Context: an optimization exercise on an open-source flow, tuned for small area. The choices shown serve that exercise and are no tape-out recipe.
In this exercise RTL edits were held to simulation tests only and were not proved equivalent to the original.
No activity file was given, so power comes from the tool's default toggle rates.

[flow/design.v]
module sha1_channel_sched #(
    parameter int CHANNEL_NUM_TOTAL = 64,
    parameter int CHANNEL_NUM_WIDTH = $clog2(CHANNEL_NUM_TOTAL),
    parameter int TAG_DATA_WIDTH    = 14,
    parameter int CNT_WIDTH         = $clog2(CHANNEL_NUM_TOTAL + 1)
) (
    input  logic                         sys_clk,
    input  logic                         sys_rst,
    input  logic                         alloc_req,
    input  logic [TAG_DATA_WIDTH-1:0]    alloc_tag,
    output logic                         alloc_ready,
    output logic                         alloc_gnt,
    output logic [CHANNEL_NUM_WIDTH-1:0] alloc_ch,
    input  logic                         rel_val,
    input  logic [CHANNEL_NUM_WIDTH-1:0] rel_ch,
    output logic                         rel_tag_val,
    output logic [TAG_DATA_WIDTH-1:0]    rel_tag,
    output logic [CNT_WIDTH-1:0]         free_cnt,
    output logic                         err_double_free
);
    localparam int SUM_WIDTH = CHANNEL_NUM_WIDTH + 1;
    typedef enum logic {INIT, RUN} state_e;
    state_e                         state_q, state_d;
    logic [CHANNEL_NUM_WIDTH-1:0]   init_cnt_q;
    logic [CHANNEL_NUM_TOTAL-1:0]   bitmap_q;        
    logic [CHANNEL_NUM_WIDTH-1:0]   rr_ptr_q;
    logic [CNT_WIDTH-1:0]           free_cnt_q;
    logic                           alloc_gnt_q;
    logic [CHANNEL_NUM_WIDTH-1:0]   alloc_ch_q;
    logic                           rel_tag_val_q;
    logic [TAG_DATA_WIDTH-1:0]      rel_tag_q;
    logic                           err_q;
    logic [TAG_DATA_WIDTH-1:0]      tag_mem [0:CHANNEL_NUM_TOTAL-1];
    logic                           in_init;
    logic                           init_last;
    logic                           sel_found;
    logic [CHANNEL_NUM_WIDTH-1:0]   sel_ch;
    logic                           accept;
    logic                           rel_in_range;
    logic                           rel_ok;
    logic                           rel_bad;
    function automatic logic [CHANNEL_NUM_WIDTH-1:0] wrap_add(
        input logic [CHANNEL_NUM_WIDTH-1:0] base,
        input int                           off
    );
        logic [CHANNEL_NUM_WIDTH:0] sum;
        sum = {1'b0, base} + SUM_WIDTH'(off);
        if (sum >= SUM_WIDTH'(CHANNEL_NUM_TOTAL))
            sum = sum - SUM_WIDTH'(CHANNEL_NUM_TOTAL);
        wrap_add = sum[CHANNEL_NUM_WIDTH-1:0];
    endfunction
    always_ff @(posedge sys_clk) begin
        if (sys_rst) state_q <= INIT;
        else         state_q <= state_d;
    end
    always_comb begin
        state_d = state_q;
        case (state_q)
            INIT:    if (init_last) state_d = RUN;
            RUN:     state_d = RUN;
            default: state_d = INIT;
        endcase
    end
    always_comb begin
        in_init     = (state_q == INIT);
        alloc_ready = (state_q == RUN) && (free_cnt_q != '0);
    end
    assign init_last = (init_cnt_q == CHANNEL_NUM_WIDTH'(CHANNEL_NUM_TOTAL - 1));
    always_comb begin
        sel_found = |bitmap_q;
        sel_ch    = '0;
        for (int i = CHANNEL_NUM_TOTAL - 1; i >= 0; i--) begin
            if (bitmap_q[wrap_add(rr_ptr_q, i)])
                sel_ch = wrap_add(rr_ptr_q, i);
        end
    end
    generate
        if (CHANNEL_NUM_TOTAL == (1 << CHANNEL_NUM_WIDTH)) begin : g_full_range
            assign rel_in_range = 1'b1;
        end else begin : g_part_range
            assign rel_in_range = (rel_ch < CHANNEL_NUM_WIDTH'(CHANNEL_NUM_TOTAL));
        end
    endgenerate
    assign accept  = alloc_req && alloc_ready && sel_found;
    assign rel_ok  = !in_init && rel_val && rel_in_range && !bitmap_q[rel_ch];
    assign rel_bad = !in_init && rel_val && !(rel_in_range && !bitmap_q[rel_ch]);
    always_ff @(posedge sys_clk) begin
        if (sys_rst) begin
            init_cnt_q    <= '0;
            bitmap_q      <= '1;
            rr_ptr_q      <= '0;
            free_cnt_q    <= '0;
            alloc_gnt_q   <= 1'b0;
            alloc_ch_q    <= '0;
            rel_tag_val_q <= 1'b0;
            rel_tag_q     <= '0;
            err_q         <= 1'b0;
        end else begin
            alloc_gnt_q   <= 1'b0;
            rel_tag_val_q <= 1'b0;
            if (in_init) begin
                init_cnt_q <= init_cnt_q + 1'b1;
                bitmap_q   <= '1;
                if (init_last)
                    free_cnt_q <= CNT_WIDTH'(CHANNEL_NUM_TOTAL);
            end else begin
                if (accept) begin
                    bitmap_q[sel_ch] <= 1'b0;
                    alloc_gnt_q      <= 1'b1;
                    alloc_ch_q       <= sel_ch;
                    rr_ptr_q         <= wrap_add(sel_ch, 1);
                end
                if (rel_ok) begin
                    bitmap_q[rel_ch] <= 1'b1;
                    rel_tag_val_q    <= 1'b1;
                    rel_tag_q        <= tag_mem[rel_ch];
                end
                if (rel_bad)
                    err_q <= 1'b1;
                free_cnt_q <= free_cnt_q + CNT_WIDTH'(rel_ok) - CNT_WIDTH'(accept);
            end
        end
    end
    always_ff @(posedge sys_clk) begin
        if (!sys_rst) begin
            if (in_init)
                tag_mem[init_cnt_q] <= '0;
            else if (accept)
                tag_mem[sel_ch] <= alloc_tag;
        end
    end
    assign alloc_gnt       = alloc_gnt_q;
    assign alloc_ch        = alloc_ch_q;
    assign rel_tag_val     = rel_tag_val_q;
    assign rel_tag         = rel_tag_q;
    assign free_cnt        = free_cnt_q;
    assign err_double_free = err_q;
endmodule
[flow/run.sh]
#!/bin/bash
# synth_recipe.tcl (not shown) runs the flow's synth.tcl, then flattens the netlist and writes it again
# the make line also repeats each setting of config.mk as NAME=value (left out here)
make -C /OpenROAD-flow-scripts/flow DESIGN_CONFIG=/design/flow/config.mk WORK_HOME=/design/flow/orfs CLKGATE_MAP_FILE= SYNTH_SCRIPT=/design/flow/synth_recipe.tcl finish
[flow/config.mk]
export PLATFORM = sky130hd
export DESIGN_NAME = sha1_channel_sched
export DESIGN_NICKNAME = sha1_channel_sched
export VERILOG_FILES = /design/flow/design.v
export SDC_FILE = /design/flow/constraint.sdc
export NUM_CORES = 4
export LEC_CHECK = 0
export CAP_MARGIN = 20
export CORE_MARGIN = 2
export CORE_UTILIZATION = 40
export SLEW_MARGIN = 20
[flow/constraint.sdc]
create_clock -name core_clock -period 9.0 [get_ports {sys_clk}]
set_input_delay 1.8000 -clock core_clock [delete_from_list [all_inputs] [get_ports {sys_clk}]]
set_output_delay 1.8000 -clock core_clock [all_outputs]
set_load 0.01 [all_outputs]
==> flow_metrics.py, run 1 <==
metrics = {
    "timing": {
        "final_max_slew_viol_count": 0,
        "setup_viol": 0,
        "max_freq_mhz": 118,
        "finalHoldViolations": 0,
        "setup_tns_ns": 0,
        "rsz0062_at_grt": "no",
        "period_share_pct": 93.8,
        "holdWs_ns": 0.467,
        "fin_skew_ns": 0.0381,
        "period_needed_ns": 8.44,
        "tightest_slew_ns": 1.15,
        "slew_headroom_pct": 23.2,
    },
    "global_routing": {
        "track_usage_pct": 28.9,
        "grt_pass1_wl_um": 280000,
        "grt_start_max_net_pins": 85,
        "grt_pass1_vias": 35988,
        "grt_antenna_before_repair": 14,
        "gr-total-overflow": 0,
    },
    "synth": {
        "synth.distinct_cells": 103,
        "synthCells": 3764,
        "synth_edf_count": 896,
        "syn-cell-area_mm2": 0.0534,
        "ys.flop_type": "edfxtp_1",
        "syn_nets": 3826,
        "async_flop_share_pct": 0,
        "avgSynthCellArea_um2": 14.2,
        "ys_ff_latch": 1003,
        "synth-seq-area-share_pct": 54.4,
        "yosysWarnings": 1,
    },
    "pwr": {
        "p_seq_share_pct": 53.0,
        "pwr-share-comb_pct": 3.0,
        "p_leak_nw": 17.7,
        "clock_power_share_pct": 44.0,
        "swShare_pct": 20.8,
        "worst_ir_drop_vdd_v": 0.000154,
        "intPower_mw": 7.50,
        "pwr_density_cell_mw_per_mm2": 155,
        "p_sw_mw": 1.97,
    },
    "finish": {
        "layout_commonest_cell": "edfxtp_1",
        "area_delta_synth_final_pct": 14.5,
        "multiInputGateArea_mm2": 0.0230,
        "drive_gt1_share_pct": 25.4,
        "layout_common_cells": "edfxtp_1 (896), mux4_2 (448), nor2_1 (255), buf_4 (238), nand2_1 (212)",
        "fin_util_pct": 46.0,
        "fill_cells": 11653,
        "ff_latch_area_mm2": 0.0291,
        "nets": 4025,
    },
    "hold_path": {
        "min_path_type": "flop to flop",
    },
    "cts": {
        "cts_tree": "built",
        "cts_sinks": 1003,
        "postCtsResizedCells": 0,
        "htree_num_levels": 3,
        "clk_pin_slew_ns": 0.08,
        "insertion_delay_ns": 0.72,
        "cts_buffers": 95,
        "cts_setup_buffers": 0,
        "cts-root-buf": "clkbuf_16",
        "cts_buffer_depth": 3,
        "hold_buffers": 0,
    },
    "placed_design": {
        "io_buffer_count": 54,
        "hpwlAfterDp_um": 141000,
        "routabilityCongestion": 1.04,
    },
    "die": {
        "ios": 55,
        "start_util_pct": 40.2,
        "rows": 134,
        "core-area_mm2": 0.133,
        "die_w_um": 369,
        "dieArea_mm2": 0.136,
        "chipHeight_um": 369,
    },
    "setup_path": {
        "critPathCaptureType": "flop",
        "cp.arrival_ns": 8.83,
        "required_ns": 9.39,
        "worst-path-max-fanout": 18,
        "start_kind": "flop",
        "crit_type": "flop to flop",
    },
    "status": {
        "status": "timing/DRC/antenna clean",
    },
    "route": {
        "via_count": 38342,
        "drtIter0Drc": 5938,
        "remaining_drc_errors": 0,
        "post_drt_wl_per_cell_um": 34.2,
        "drt_pre_antenna_iters": 6,
        "drt_wl_total_um": 199000,
        "ant_nets": 0,
        "via_per_inst": 6.59,
    },
    "run": {
        "cap_violations": 0,
    },
}
[power groups by stage]
stage / Combinational (mW) / Sequential [mW] / Clock [mW]
4_1_cts: 0.286 / 5.01 / 4.24
3_5_place_dp: 0.285 / 5.12 / 0
6_report: 0.282 / 5.01 / 4.17
5_1_grt: 0.298 / 5.01 / 4.42
2_1_floorplan: 0.182 / 5.11 / 0
3_3_place_gp: 0.285 / 5.11 / 0
[synth_stat cells, types with 17 or more instances]
cell	number	area (um2)
a21o_1	20	150
dfxtp_1	107	2140
a211oi_1	28	210
o211ai_1	51	383
mux2_2	55	619
xor2_1	32	280
nand2_1	212	796
buf_2	26	130
clkbuf_1	148	556
nor4_1	26	163
inv_1	110	413
a31oi_1	80	500
a22oi_1	24	180
and2_1	32	200
nor2_1	256	961
o31ai_1	18	135
ha_1	37	463
or3_1	31	194
nand2b_1	21	131
mux4_2	448	10100
mux2i_1	154	1540
nand4_1	37	231
o21ai_0	165	826
buf_1	42	158
a21oi_1	145	726
nor3_1	45	225
nand3_1	105	526
or2_2	17	106
xnor2_1	58	508
o22ai_1	23	144
edfxtp_1	896	26900
o21ai_1	24	120
[stage by stage]
stage | power [mW] | cell area [um2] | std cells | worst slack [ns]
2_1_floorplan | 5.30 | 53400 | 3764 | 1.16
3_3_place_gp | 5.40 | 57900 | 5634 | 0.757
3_5_place_dp | 5.40 | 57900 | 5634 | 0.916
4_1_cts | 9.54 | 61100 | 5808 | 0.865
5_1_grt | 9.73 | 61200 | 5808 | 0.489
6_report | 9.46 | 61200 | 5814 | 0.558
[registers in the layout, indices dropped and copies added (netlist names)]
signal         count
alloc_ch_q         6
alloc_gnt_q        1
bitmap_q          64
err_q              1
free_cnt_q         7
init_cnt_q         6
rel_tag_q         14
rel_tag_val_q      1
rr_ptr_q           6
state_q            1
tag_mem          896
[worst paths after layout]
path | startpoint | to | slack, ns | cells after the start
worst min register to register | err_q$_SDFFE_PP0P_ | err_q$_SDFFE_PP0P_ | 0.47 | 2
worst max register to register | rr_ptr_q[1]$_SDFFE_PP0P_ | tag_mem[19][13]$_DFFE_PP_ | 0.56 | 17
worst min-delay path | err_q$_SDFFE_PP0P_ | err_q$_SDFFE_PP0P_ | 0.47 | 2
worst max-delay path | rr_ptr_q[1]$_SDFFE_PP0P_ | tag_mem[19][13]$_DFFE_PP_ | 0.56 | 17
[cell type report]
type | instances | area share, %
Clock buffer | 114 | 4.00
Timing Repair Buffer | 337 | 5.31
Clock inverter | 60 | 1.27
Sequential cell | 1003 | 47.5
Tap cell | 1768 | 3.62
Antenna cell | 6 | 0.0245
Inverter | 117 | 0.718
Multi-Input combinational cell | 2409 | 37.6
[worst max-delay path, cell delays in order (launching register included)]
cell and delay, ns:
dfxtp_4 0.57, inv_1 0.31, buf_4 0.30, ha_1 0.90, inv_1 0.42, nand3_1 0.20
nand4_1 0.33, mux4_2 0.82, a221oi_1 1.05, o211ai_1 0.25, or4_4 0.60, a2111oi_4 0.39
o31ai_2 0.31, and2_4 0.29, a21boi_0 0.38, nand3_1 0.34, nor2_1 0.34, buf_4 0.26
[routing by layer]
layer  routed length [um]  GRT usage (%)  share of wire, %  up-vias
met5                   66              0             0.033        -
met4                 7060           9.45               3.5        8
met3                23500           7.65                12      404
met2                83400           40.2                42     2536
met1                84900           43.6                43    19733
li1                     -              -                 -    15661
[cells by family (layout without fill, tap and decap cells)]
family	count (synthesis)	count (layout)	synth area share (%)
compound gates	763	763	9.57
simple gates	852	852	7.61
mux	661	661	23.1
flops	1003	1003	54.4
buf+inv	352	628	2.79
fa+ha+maj	38	38	0.904
other cells	0	6	0
xor+xnor	95	95	1.63
==> run 2: changes to the inputs <==
==> flow/design.v (replaced) <==
module sha1_channel_sched #(
    parameter int CHANNEL_NUM_TOTAL = 64,
    parameter int CHANNEL_NUM_WIDTH = $clog2(CHANNEL_NUM_TOTAL),
    parameter int TAG_DATA_WIDTH    = 14,
    parameter int CNT_WIDTH         = $clog2(CHANNEL_NUM_TOTAL + 1)
) (
    input  logic                         sys_clk,
    input  logic                         sys_rst,
    input  logic                         alloc_req,
    input  logic [TAG_DATA_WIDTH-1:0]    alloc_tag,
    output logic                         alloc_ready,
    output logic                         alloc_gnt,
    output logic [CHANNEL_NUM_WIDTH-1:0] alloc_ch,
    input  logic                         rel_val,
    input  logic [CHANNEL_NUM_WIDTH-1:0] rel_ch,
    output logic                         rel_tag_val,
    output logic [TAG_DATA_WIDTH-1:0]    rel_tag,
    output logic [CNT_WIDTH-1:0]         free_cnt,
    output logic                         err_double_free
);
    localparam int N = CHANNEL_NUM_TOTAL;
    localparam int W = CHANNEL_NUM_WIDTH;
    logic                       init_q;      
    logic [W-1:0]               last_q;      
    logic [N-1:0]               free_q;      
    logic [CNT_WIDTH-1:0]       free_cnt_q;
    logic                       gnt_q;
    logic                       rtv_q;
    logic                       err_q;
    logic [W-1:0]               rel_ch_q;
    logic [TAG_DATA_WIDTH-1:0]  tag_mem [0:N-1];
    logic                       accept;
    logic                       rel_free;
    logic                       rel_ok;
    logic                       rel_bad;
    logic [W-1:0]               sel_ch;
    logic [N-1:0]               hi;
    always_comb begin
        for (int i = 0; i < N; i++)
            hi[i] = free_q[i] && (W'(i) > last_q);
        sel_ch = '0;
        if (|hi) begin
            for (int i = N - 1; i >= 0; i--)
                if (hi[i]) sel_ch = W'(i);
        end else begin
            for (int i = N - 1; i >= 0; i--)
                if (free_q[i]) sel_ch = W'(i);
        end
    end
    assign alloc_ready = (free_cnt_q != '0);
    assign accept      = alloc_req && alloc_ready;
    assign rel_free    = free_q[rel_ch];
    assign rel_ok      = !init_q && rel_val && !rel_free;
    assign rel_bad     = !init_q && rel_val && rel_free;
    always_ff @(posedge sys_clk) begin
        if (sys_rst) begin
            init_q     <= 1'b1;
            last_q     <= W'(N - 1);
            free_q     <= '1;
            free_cnt_q <= '0;
            gnt_q      <= 1'b0;
            rtv_q      <= 1'b0;
            err_q      <= 1'b0;
        end else begin
            gnt_q <= accept;
            rtv_q <= rel_ok;
            if (init_q) begin
                last_q <= last_q + 1'b1;
                if (last_q == W'(N - 2)) begin
                    init_q     <= 1'b0;
                    free_cnt_q <= CNT_WIDTH'(N);
                end
            end else begin
                if (accept) begin
                    free_q[sel_ch] <= 1'b0;
                    last_q         <= sel_ch;
                end
                if (rel_ok)
                    free_q[rel_ch] <= 1'b1;
                if (rel_bad)
                    err_q <= 1'b1;
                free_cnt_q <= free_cnt_q + CNT_WIDTH'(rel_ok) - CNT_WIDTH'(accept);
            end
        end
    end
    always_ff @(posedge sys_clk)
        rel_ch_q <= rel_ch;
    always_ff @(posedge sys_clk)
        if (accept)
            tag_mem[sel_ch] <= alloc_tag;
    assign alloc_gnt       = gnt_q;
    assign alloc_ch        = last_q;
    assign rel_tag_val     = rtv_q;
    assign rel_tag         = tag_mem[rel_ch_q];
    assign free_cnt        = free_cnt_q;
    assign err_double_free = err_q;
endmodule
==> flow_metrics.py, run 2 <==
metrics = {
    "status": {
        "status": "timing/DRC/antenna clean",
    },
    "finish": {
        "layout_common_cells": "edfxtp_1 (896), mux4_2 (308), nor2_1 (127), clkbuf_16 (99), a21oi_1 (92)",
        "layout_commonest_cell": "edfxtp_1",
        "finalNonFillerCells": 4016,
        "fill_cells": 9010,
        "top_regs": "tag_mem: 896 flops, free_q: 64 flops, free_cnt_q: 7 flops",
        "largest_reg_flops": 896,
        "top_register": "tag_mem",
        "area_delta_synth_final_pct": 12.9,
        "drive_gt1_share_pct": 23.8,
        "nets": 2582,
    },
    "placed_design": {
        "io_buffer_count": 54,
        "routabilityCongestion": 0.989,
        "place_inst": 3829,
        "hpwlAfterDp_um": 79300,
    },
    "setup_path": {
        "path_cells": "buf_4, mux4_2, mux4_2, mux4_2, clkdlybuf4s50_1",
        "start_kind": "flop",
        "cp.arrival_ns": 4.57,
        "crit_type": "flop to output pin",
        "slowest_delay_ns": 0.81,
        "worst-path-max-fanout": 39,
        "critPathSlowestCell": "dfxtp_4",
        "critPathCaptureType": "output pin",
        "cp_common_cell": "mux4_2",
        "required_ns": 7.20,
    },
    "synth": {
        "async_flop_share_pct": 0,
        "ys.flop_type": "edfxtp_1",
        "synth.distinct_cells": 98,
        "avgSynthCellArea_um2": 17.3,
        "syn_nets": 2497,
        "synth_edf_count": 896,
        "yosysWarnings": 1,
        "yosysMostFrequentCell": "edfxtp_1",
        "synthCells": 2452,
        "ys_ff_latch": 983,
        "yosysTopAreaCell": "edfxtp_1",
        "syn-cell-area_mm2": 0.0425,
        "synth-seq-area-share_pct": 67.4,
        "post_synth_main_area_contributors": "edfxtp_1 (63%), mux4_2 (16%), dfxtp_1 (4.1%)",
        "synth_top_area_share_pct": 63.3,
        "synthTopCellsByCount": "edfxtp_1 (896), mux4_2 (308), nor2_1 (152)",
    },
    "global_routing": {
        "grt_start_max_net_pins": 130,
        "gr-total-overflow": 0,
        "grt_pass1_wl_um": 176000,
        "track_usage_pct": 22.5,
        "top_usage_layer": "met2",
        "met3_usage_pct": 4.21,
        "met2_usage_pct": 35.6,
        "grtUsageMet1_pct": 31.8,
        "grt_pass1_vias": 24533,
        "grt_antenna_before_repair": 8,
    },
    "die": {
        "dieArea_mm2": 0.109,
        "rows": 119,
        "ios": 55,
        "start_util_pct": 40.3,
        "chipHeight_um": 330,
        "die_w_um": 330,
        "core-area_mm2": 0.105,
    },
    "cts": {
        "cts_setup_buffers": 0,
        "hold_buffers": 0,
        "htree_num_levels": 3,
        "cts_tree": "built",
        "postCtsResizedCells": 0,
        "cts_buffers": 97,
        "clk_pin_slew_ns": 0.06,
        "insertion_delay_ns": 0.67,
        "cts-root-buf": "clkbuf_16",
        "cts_sinks": 983,
        "cts_buffer_depth": 3,
    },
    "route": {
        "ant_nets": 0,
        "drtIter0Drc": 2954,
        "via_per_inst": 6.16,
        "post_drt_wl_per_cell_um": 30.5,
        "drt_wl_total_um": 123000,
        "via_count": 24753,
        "drt_pre_antenna_iters": 17,
        "remaining_drc_errors": 0,
    },
    "pwr": {
        "pwr_density_cell_mw_per_mm2": 286,
        "p_leak_nw": 15.1,
        "finalPower_mw": 13.7,
        "worst_ir_drop_vdd_v": 0.000401,
    },
    "timing": {
        "finalHoldViolations": 0,
        "final_max_slew_viol_count": 0,
        "tightest_slew_ns": 1.18,
        "max_freq_mhz": 157,
        "fin_skew_ns": 0.0267,
        "setup_tns_ns": 0,
        "setup_viol": 0,
        "period_share_pct": 70.8,
        "period_needed_ns": 6.37,
        "rsz0062_at_grt": "no",
        "slew_headroom_pct": 21.6,
    },
    "run": {
        "cap_violations": 0,
    },
    "hold_path": {
        "min_path_type": "flop to flop",
    },
}
run 2: path summary, 6_finish.rpt:
path | end | depth (start not counted) | start | slack (ns)
hold / removal | err_q$_SDFFE_PP0P_ | 2 | err_q$_SDFFE_PP0P_ | 0.48
setup reg to reg | free_q[17]$_SDFFE_PP1N_ | 12 | last_q[3]$_SDFFE_PP1P_ | 2.72
setup / recovery | rel_tag[12] | 5 | flop | 2.63
hold reg to reg | err_q$_SDFFE_PP0P_ | 2 | err_q$_SDFFE_PP0P_ | 0.48
run 2: final cells by class:
type	instances	area, um2	area share, %
sequential	983	28700	59.7
inverter	50	190	0.396
clock buffer	111	2530	5.28
tap	1391	1740	3.63
clock inverter	72	633	1.32
timing repair buffer	137	1190	2.47
multi-input combinational	1268	13100	27.2
antenna	4	10.0	0.0209
run 2: metrics by stage:
step | util [%] | worst slack, ns | instance area (um2) | hold WS (ns)
5_1_grt | 45.5 | 2.37 | 48000 | 0.526
3_3_place_gp | 42.4 | 2.10 | 44700 | 0.461
2_1_floorplan | - | 3.22 | 42500 | 0.478
3_5_place_dp | 42.5 | 2.22 | 44800 | 0.470
4_1_cts | 45.5 | 2.49 | 48000 | 0.494
6_report | 45.5 | 2.63 | 48000 | 0.479
run 2: critical path, delay by kind of cell (launching register included):
kind	cells	cell delay, ns
DFF	1	0.81
muxes	3	1.71
buffers and inverters	2	1.26
run 2: cells by family (layout without fill, tap and decap cells):
family                     after synthesis  in the layout  synth area share [%]
DFF                                    983            983                  67.4
and+or+nand+nor                        485            485                  5.92
AOI/OAI and AO/OA                      429            429                  7.11
muxes                                  319            319                  16.6
buffers and inverters                  201            370                  2.06
adders and majority gates               21             21                 0.636
xor gates and xnor gates                14             14                 0.288
other                                    0              4                     0
run 2: layer usage:
layer | share of wire (%) | vias up
met4 | 3.0 | 2
met3 | 6.9 | 225
met2 | 47 | 1096
met5 | 0.011 | -
met1 | 43 | 13095
li1 | - | 10335
run 2: report_power, final:
part           total (mW)  internal, mW  switching [mW]
Clock                4.03          2.31            1.72
Sequential           5.21          5.11          0.0958
Combinational        4.47          1.24            3.23
Total                13.7          8.66            5.04

[what the ideal ports hide]
Ports are ideal in the flow. The routed layouts listed here were re-timed in OpenROAD.
Step 1: set_driving_cell puts a clkbuf_16 on sys_clk and a buf_2 on each other input, an assumption about the parent block.
Step 2 times the ports against the registers' clock, not the clock port: input delays grow and output delays shrink by t, the midpoint of the rising clock arrivals with the driver on.
Three values: ideal ports, drivers, drivers and shift; two values: the first two.
run | shift t [ns] | slack for setup (ns) | worst slew at a driven data input, ns
run 1 | 0.780 | 0.558 / 0.558 / 0.558 | 0.05
run 2 | 0.728 | 2.626 / 2.557 / 2.189 | 0.12
After both steps setup and hold are still met in every run listed. For run 2, which loses most, drivers alone change the setup slack by -0.069 ns; drivers and shift together by -0.437 ns.
